This design comes from an exercise in tuning for small area, a short achievable clock period and few clock cycles on the open sky130 flow, not from production work.
Only simulation tests tie the RTL to the original design; equivalence was not proved.

==> job 1825: inputs <==
Design oflow_core, start of the top module:
module oflow_core (
	input  logic                  clk,
	input  logic                  rst_i,
	input  logic                  cfg_we_i,
	input  logic [CFG_ADDR_W-1:0] cfg_addr_i,
	input  logic [CFG_DATA_W-1:0] cfg_data_i,
	input  logic                  bbox_valid_i,
	input  logic [BBOX_W-1:0]     bbox_i,
	input  logic                  frame_end_i,
	output logic                  ready_o,
	output logic                  id_valid_o,
	output logic [ID_W-1:0]       id_o,
	output logic                  frame_done_o,
	output logic [CONF_W-1:0]     conflict_cnt_o
);
	logic [WEIGHT_W-1:0] w_wx;
	logic [WEIGHT_W-1:0] w_wy;
	logic [WEIGHT_W-1:0] w_ww;
	logic [WEIGHT_W-1:0] w_wh;
	logic [COST_W-1:0]   w_thr;
	oflow_weight_regs oflow_weight_regs (
		.clk        (clk),
		.rst_i      (rst_i),
		.cfg_we_i   (cfg_we_i),
		.cfg_addr_i (cfg_addr_i),
		.cfg_data_i (cfg_data_i),
		.w_wx       (w_wx),
		.w_wy       (w_wy),
		.w_ww       (w_ww),
		.w_wh       (w_wh),
		.w_thr      (w_thr)
	);
	logic [6:1] st_box, st_end;
	logic              ready_q;
	logic [BBOX_W-1:0] s1_bbox;
	always_ff @(posedge clk) begin
		if (rst_i) begin
			ready_q <= 1'b0;
			st_box  <= '0;
			st_end  <= '0;
		end else begin
			ready_q   <= 1'b1;
			st_box[1] <= ready_q && bbox_valid_i && !frame_end_i;   
			st_end[1] <= ready_q && frame_end_i;
			st_box[6:2] <= st_box[5:1];
			st_end[6:2] <= st_end[5:1];
		end
	end
	always_ff @(posedge clk) begin
		s1_bbox <= bbox_i;
	end
	assign ready_o = ready_q;
	logic [MAX_BBOXES-1:0][BBOX_W-1:0] prev_bbox;
	logic [MAX_BBOXES-1:0]             prev_valid;
	oflow_frame_mem oflow_frame_mem (
		.clk          (clk),
		.rst_i        (rst_i),
		.wr_i         (st_box[1]),
		.wr_bbox_i    (~s1_bbox),   
		.swap_i       (st_end[1]),
		.prev_bbox_o  (prev_bbox),
  ...
==> module oflow_core, before the edit <==
module oflow_core (
	input  logic                  clk,
	input  logic                  rst_i,
	input  logic                  cfg_we_i,
	input  logic [CFG_ADDR_W-1:0] cfg_addr_i,
	input  logic [CFG_DATA_W-1:0] cfg_data_i,
	input  logic                  bbox_valid_i,
	input  logic [BBOX_W-1:0]     bbox_i,
	input  logic                  frame_end_i,
	output logic                  ready_o,
	output logic                  id_valid_o,
	output logic [ID_W-1:0]       id_o,
	output logic                  frame_done_o,
	output logic [CONF_W-1:0]     conflict_cnt_o
);
	logic [WEIGHT_W-1:0] w_wx;
	logic [WEIGHT_W-1:0] w_wy;
	logic [WEIGHT_W-1:0] w_ww;
	logic [WEIGHT_W-1:0] w_wh;
	logic [COST_W-1:0]   w_thr;
	oflow_weight_regs oflow_weight_regs (
		.clk        (clk),
		.rst_i      (rst_i),
		.cfg_we_i   (cfg_we_i),
		.cfg_addr_i (cfg_addr_i),
		.cfg_data_i (cfg_data_i),
		.w_wx       (w_wx),
		.w_wy       (w_wy),
		.w_ww       (w_ww),
		.w_wh       (w_wh),
		.w_thr      (w_thr)
	);
	logic [6:1] st_box, st_end;
	logic              ready_q;
	logic [BBOX_W-1:0] s1_bbox;
	always_ff @(posedge clk) begin
		if (rst_i) begin
			ready_q <= 1'b0;
			st_box  <= '0;
			st_end  <= '0;
		end else begin
			ready_q   <= 1'b1;
			st_box[1] <= ready_q && bbox_valid_i && !frame_end_i;   
			st_end[1] <= ready_q && frame_end_i;
			st_box[6:2] <= st_box[5:1];
			st_end[6:2] <= st_end[5:1];
		end
	end
	always_ff @(posedge clk) begin
		s1_bbox <= bbox_i;
	end
	assign ready_o = ready_q;
	logic [MAX_BBOXES-1:0][BBOX_W-1:0] prev_bbox;
	logic [MAX_BBOXES-1:0]             prev_valid;
	oflow_frame_mem oflow_frame_mem (
		.clk          (clk),
		.rst_i        (rst_i),
		.wr_i         (st_box[1]),
		.wr_bbox_i    (~s1_bbox),   
		.swap_i       (st_end[1]),
		.prev_bbox_o  (prev_bbox),
		.prev_valid_o (prev_valid)
	);
	logic [MAX_BBOXES-1:0][COST_W-1:0] s3_sum_a, s3_sum_b;
	logic [MAX_BBOXES-1:0]             s2_valid, s3_valid;
	for (genvar i = 0; i < MAX_BBOXES; i++) begin : g_pe
		oflow_match_pe oflow_match_pe (
			.clk        (clk),
			.new_bbox_i (s1_bbox),
			.rec_bbox_n_i (prev_bbox[i]),
			.wn_x_i     (~w_wx),
			.wn_y_i     (~w_wy),
			.wn_w_i     (~w_ww),
			.wn_h_i     (~w_wh),
			.sum_a_o    (s3_sum_a[i]),
			.sum_b_o    (s3_sum_b[i])
		);
	end
	always_ff @(posedge clk) begin
		s2_valid <= prev_valid;
		s3_valid <= s2_valid;
	end
	logic [MAX_BBOXES-1:0][COST_W-1:0] cost;
	logic [3:0][COST_W-1:0]            s4_cost;
	logic [3:0]                        s4_idx;
	logic                              s4_any;
	for (genvar i = 0; i < MAX_BBOXES; i++) begin : g_cost
		assign cost[i] = s3_valid[i] ? (s3_sum_a[i] + s3_sum_b[i]) : '1;
	end
	always_ff @(posedge clk) begin
		for (int i = 0; i < 4; i++) begin
			s4_idx[i]  <= (cost[2*i+1] < cost[2*i]);
			s4_cost[i] <= (cost[2*i+1] < cost[2*i]) ? cost[2*i+1] : cost[2*i];
		end
		s4_any <= s3_valid[0];   
	end
	logic [1:0][COST_W-1:0] l2_cost;
	logic [1:0][1:0]        l2_idx;
	logic [IDX_W-1:0]       best;
	logic [3:0]             under;
	logic [IDX_W-1:0]       s5_best;
	logic                   s5_hit;
	for (genvar i = 0; i < 2; i++) begin : g_l2
		logic right;
		assign right      = (s4_cost[2*i+1] < s4_cost[2*i]);
		assign l2_idx[i]  = right ? {1'b1, s4_idx[2*i+1]} : {1'b0, s4_idx[2*i]};
		assign l2_cost[i] = right ? s4_cost[2*i+1] : s4_cost[2*i];
	end
	assign best = (l2_cost[1] < l2_cost[0]) ? {1'b1, l2_idx[1]} : {1'b0, l2_idx[0]};
	for (genvar i = 0; i < 4; i++) begin : g_thr
		assign under[i] = (s4_cost[i] <= w_thr);
	end
	always_ff @(posedge clk) begin
		s5_best <= best;
		s5_hit  <= s4_any && (|under);
	end
	oflow_track_ctrl oflow_track_ctrl (
		.clk            (clk),
		.rst_i          (rst_i),
		.box_i          (st_box[5]),
		.end_i          (st_end[5]),
		.best_i         (s5_best),
		.hit_i          (s5_hit),
		.id_valid_o     (id_valid_o),
		.id_o           (id_o),
		.frame_done_o   (frame_done_o),
		.conflict_cnt_o (conflict_cnt_o)
	);
endmodule
clock: 11.0 ns
lec_check: 0
cap_margin: 20
core_margin: 2
core_utilization: 40
slew_margin: 20
synth_hierarchical: 1
synth_minimum_keep_size: 0
standard.sh (not shown) runs the stock make flow with config.mk's settings and CLKGATE_MAP_FILE= SYNTH_SCRIPT=/design/flow/synth_recipe.tcl, a recipe that flattens the netlist after the stock synthesis.
==> flow/flow/run.sh <==
#!/bin/bash
set -euo pipefail
cd "$(dirname "$0")/.."
MARGIN=$(cat flow/margin.txt)
bash standard.sh SETUP_SLACK_MARGIN="$MARGIN" finish > flow_make.log 2>&1
==> flow/flow/margin.txt <==
7.5
==> job 5334: changes against job 1825 <==
--- a/flow/design.v
+++ b/flow/design.v
@@ -510,7 +510,6 @@
 	logic [1:0][COST_W-1:0] l2_cost;
 	logic [1:0][1:0]        l2_idx;
 	logic [IDX_W-1:0]       best;
-	logic [3:0]             under;
 	logic [IDX_W-1:0]       s5_best;
 	logic                   s5_hit;
 	for (genvar i = 0; i < 2; i++) begin : g_l2
@@ -520,8 +519,9 @@
 		assign l2_cost[i] = right ? s4_cost[2*i+1] : s4_cost[2*i];
 	end
 	assign best = (l2_cost[1] < l2_cost[0]) ? {1'b1, l2_idx[1]} : {1'b0, l2_idx[0]};
-	for (genvar i = 0; i < 4; i++) begin : g_thr
-		assign under[i] = (s4_cost[i] <= w_thr);
+	logic [1:0] under;
+	for (genvar i = 0; i < 2; i++) begin : g_thr
+		assign under[i] = (l2_cost[i] <= w_thr);
 	end
 	always_ff @(posedge clk) begin
 		s5_best <= best;
==> flow/flow/margin.txt (replaced) <==
7.0
==> summary.txt <==
	job 5334	job 1825
Final core utilization	47.6%	51.2%
Clock latency at the later pin of the worst-skew pair	0.80 ns	0.83 ns
Non-clk invs	258	265
Critical register-to-register path endpoint	g_pe[3].oflow_match_pe.sum_b_o[5]	g_pe[7].oflow_match_pe.sum_b_o[9]
Multi-input gate share of the layout cell area	48.4%	49.3%
CTS resizes	376	1,760
Initial antenna violation count	28	23
All-Layer GR Usage	23.9%	25.4%
Number of library cell types mapped by synthesis	93	87
Post-Place Worst Slack	6.05 ns	5.79 ns
Met1 Routed Length	93,800 µm	98,000 µm
Compound-cell area share of the yosys netlist	3.81%	3.73%
Peak supply drop	0.138 mV	0.157 mV
Number of post-CTS setup repair buffers	104	308
Growth of design area from synthesis to finish	18.0%	27.4%
Met3 Use GR	5.49%	6.20%
Chip height	448 µm	449 µm
Non-clock buffers, area share	5.32%	7.20%
Aggregate routed wire length	243,000 µm	258,000 µm
Cell with the largest stage delay on the worst path	sky130_fd_sc_hd__fa_1	sky130_fd_sc_hd__fa_2
Period Utilization, post-route	36.4%	36.8%
Placement Cell Area	81,900 µm²	83,300 µm²
Minimum period implied by the final worst setup slack	4.00 ns	4.05 ns
Detailed route wirelength on metal3	23,000 µm	23,900 µm
Antenna diode instance count	13	12
Status	no timing/DRC/antenna violations	no timing/DRC/antenna violations
Share of Yosys cell area claimed by the top area cell type	30.1%	29.9%
Testbench counts of job 1825, summed over its fixed seeds: cycles 3,851.
Testbench counts of job 5334, summed over its fixed seeds: cycles 3,851.

## re-timing with driven ports
The results above use ideal ports. As a check the final layouts listed here were re-extracted and re-timed, cells and wires unchanged.
Step 1: set_driving_cell puts a clkbuf_16 on clk and a buf_2 on each other input, an assumption about the parent block.
Step 2 moves the port delays by t, midway between the first and last clock arrival at a register: inputs arrive t later, outputs are due t later. That takes back most of the time a late clock gives input paths.
Slacks: ideal / step 1 / step 2; pairs: ideal / step 1.
run	t (ns)	setup slack, ns	hold WS [ns]	worst setup path at the end	pins driven straight from the clock port
job 1825	0.887	6.950 / 6.950 / 6.931	0.325 / 0.325 / 0.325	input to register	1
job 5334	0.867	6.996 / 6.996 / 6.797	0.329 / 0.329 / 0.329	input to register	1
After both steps setup and hold are still met in every run listed. For job 5334, which loses most, drivers alone change the setup slack by 0.000 ns; drivers and shift together by -0.199 ns.
